This is an optimization exercise on Yosys and OpenROAD, whose aim is small area, a short achievable clock period and few clock cycles per item, not a production implementation. Function was checked by simulation only, so behaviour that the tests miss may differ from the original. Power and IR drop assume default switching activity.

== v26 ==
==> flow/design.v (excerpt) <==
module sha256_msg_sched #(
  parameter int IN_W   = 8,
  parameter int ROUNDS = 64
) (
  input  logic            clk,
  input  logic            rst,
  input  logic            abort,
  input  logic [IN_W-1:0] in_data,
  input  logic            in_valid,
  output logic            in_ready,
  output logic [31:0]     w_data,
  output logic [5:0]      w_idx,
  output logic            w_valid,
  input  logic            w_ready,
  output logic            busy,
  output logic            dbg_state
);
  logic [31:0] r_a [16];   
  logic [31:0] r_f [16];   
  logic [15:0] r_fv;       
  logic [31:0] r_s0x;      
  logic [31:0] r_s0a;      
  logic [31:0] r_e;        
  logic [31:0] r_s1x;      
  logic [31:0] r_out;      
  logic [31:0] r_h;        
  logic [23:0] r_pk;       
  logic [1:0]  r_b;        
  logic        r_hv;       
  logic [3:0]  r_hidx;
  logic [3:0]  r_lidx;     
  logic        r_v;        
  logic [5:0]  r_idxn;     
  logic [3:0]  r_ph;       
  logic [3:0]  r_fwe;      
  logic        r_alx;      
  logic        r_alc;      
  logic        r_nrdy;     
  logic        r_busy;
  logic [5:0]  r_idx;
  logic        w_fin;
  logic        w_cmpl;
  ...
==> flow/config.mk <==
export PLATFORM = sky130hd
export DESIGN_NAME = sha256_msg_sched
export DESIGN_NICKNAME = sha256_msg_sched
export VERILOG_FILES = /design/flow/design.v
export SDC_FILE = /design/flow/constraint.sdc
export NUM_CORES = 4
export LEC_CHECK = 0
export CAP_MARGIN = 20
export CORE_MARGIN = 2
export CORE_UTILIZATION = 55
export CTS_BUF_LIST = sky130_fd_sc_hd__clkbuf_8
export CTS_CLUSTER_DIAMETER = 45
export CTS_CLUSTER_SIZE = 20
export SETUP_SLACK_MARGIN = 2.2
export SLEW_MARGIN = 20
==> flow/constraint.sdc <==
create_clock -name core_clock -period 4.6 [get_ports {clk}]
set_input_delay 0.9200 -clock core_clock [delete_from_list [all_inputs] [get_ports {clk}]]
set_output_delay 0.9200 -clock core_clock [all_outputs]
set_load 0.01 [all_outputs]
standard.sh (not shown) runs the stock make flow with config.mk's settings and CLKGATE_MAP_FILE= SYNTH_SCRIPT=/design/flow/synth_recipe.tcl, a recipe that flattens the netlist after the stock synthesis.
==> flow/flow/run.sh <==
#!/bin/bash
# Standard layout, except that synthesis maps logic with a delay-driven abc
# script and without the full/half-adder cell step. Registers are untouched:
# they are mapped before abc runs, exactly as in synth_recipe.tcl.
set -euo pipefail
here=$(pwd)
# synthesis script: synth_recipe.tcl with abc pointed at flow/abc_fast.script
{
  echo 'proc abc {args} {'
  echo '  set i [lsearch $args -script]'
  echo "  if {\$i >= 0} { lset args [expr {\$i+1}] $here/flow/abc_fast.script }"
  echo '  yosys abc {*}$args'
  echo '}'
  cat synth_recipe.tcl
} > my_synth.tcl
sed -e "s#SYNTH_SCRIPT=[^ ]*#SYNTH_SCRIPT=$here/my_synth.tcl ADDER_MAP_FILE= ABC_CLOCK_PERIOD_IN_PS=1500#" standard.sh > my_standard.sh
bash my_standard.sh > flow_make.log 2>&1
==> flow/flow/abc_fast.script <==
&get -n
&st
&if -g
&st
&dch
&nf {D}
&put
buffer -c
topo
stime -c
upsize -c {D}
dnsize -c {D}
Testbench counts of v26, summed over its fixed seeds: cycles 12,720, blocks 192.
## Diff of input files: v17 against v26
-- flow/config.mk --
<<< v26, line 12
export CTS_CLUSTER_DIAMETER = 45
export CTS_CLUSTER_SIZE = 20
export SETUP_SLACK_MARGIN = 2.2
export SLEW_MARGIN = 20
>>> v17, line 12
export CTS_CLUSTER_DIAMETER = 45
export CTS_CLUSTER_SIZE = 20
export SETUP_SLACK_MARGIN = 1.9
export SLEW_MARGIN = 20
[summary]
- v17 went all the way through the flow, and no timing, DRC or antenna check failed.
- Between v26 and v17, number of setup buffers added after CTS decreased.
- Delta (v17 minus v26): combinational share of power ~0 delta, initial antenna violation count saw an increase, non-clock buffer count in the final layout fell about 30%, minimum setup slack in the final design now larger.
- Relative to v26, power share of the clock group increased by 0.9 points in v17.
- Re final wirelength: v17 is 1300 um down on v26.
The following lists how v18 was set up differently from v17:
==> flow/flow/run.sh <==
#!/bin/bash
# Standard layout (the standard.sh), except that
#  - synthesis maps logic with a delay-driven abc script (flow/abc_fast.script)
#    and without the full/half-adder cell step; registers are mapped before abc
#    runs, exactly as in synth_recipe.tcl, so they are the standard ones;
#  - every input and output port is buffered with buf_4 rather than the
#    default (a slow delay buffer that the resizer may not swap);
#  - clock tree synthesis adds no dummy loads.
# Each step's full log is in orfs/logs/; make's own output is in flow_make.log.
set -euo pipefail
here=$(pwd)
{
  echo 'proc abc {args} {'
  echo '  set i [lsearch $args -script]'
  echo "  if {\$i >= 0} { lset args [expr {\$i+1}] $here/flow/abc_fast.script }"
  echo '  yosys abc {*}$args'
  echo '}'
  cat synth_recipe.tcl
} > my_synth.tcl
cts="-sink_clustering_enable -repair_clock_nets -sink_clustering_size 20 -sink_clustering_max_diameter 45 -buf_list sky130_fd_sc_hd__clkbuf_8 -dont_use_dummy_load"
extra="ADDER_MAP_FILE= ABC_CLOCK_PERIOD_IN_PS=1500 CTS_ARGS=\"$cts\" BUFFER_PORTS_ARGS=\"-buffer_cell sky130_fd_sc_hd__buf_4\""
sed -e "s#SYNTH_SCRIPT=[^ ]*#SYNTH_SCRIPT=$here/my_synth.tcl $extra#" standard.sh > my_standard.sh
bash my_standard.sh > flow_make.log 2>&1
-- flow/config.mk --
<<< v17, line 12
export CTS_CLUSTER_DIAMETER = 45
export CTS_CLUSTER_SIZE = 20
export SETUP_SLACK_MARGIN = 1.9
export SLEW_MARGIN = 20
>>> v18, line 12
export CTS_CLUSTER_DIAMETER = 45
export CTS_CLUSTER_SIZE = 20
export SETUP_SLACK_MARGIN = 2.2
export SLEW_MARGIN = 20
[summary]
The flow did not stop early for v18: all stages ran, and the layout cleared the timing, design-rule and antenna checks.
Of v17 and v18, v17 shows the lower non-clock buffer count, with v18 above it.
From v17 to v18 the numbers moved as follows: worst hold slack decreased 0.047 ns; vias per cell +about 3%.

re-timing with driven ports:
Ports are ideal in the flow. The routed layouts listed here were re-timed in OpenROAD. Step 1, drivers: a clkbuf_16 drives clk and a buf_2 each remaining input, both assumed. Step 2 also shifts input and output timing later by t, the mid clock arrival at the registers, as if the neighbouring blocks saw the same clock. a / b / c = ideal / step 1 / step 2; a / b = the first two.
| run | t (ns) | setup slack, ns | worst setup path at the end |
|---|---|---|---|
| v26 | 0.788 | 1.840 / 1.885 / 1.098 | input to register |
| v17 | 0.798 | 1.922 / 1.922 / 1.181 | input to register |
| v18 | 0.760 | 1.972 / 1.976 / 1.245 | input to register |
After both steps setup and hold are still met in every run listed. For v26, which loses most, drivers alone change the setup slack by +0.045 ns; drivers and shift together by -0.742 ns.
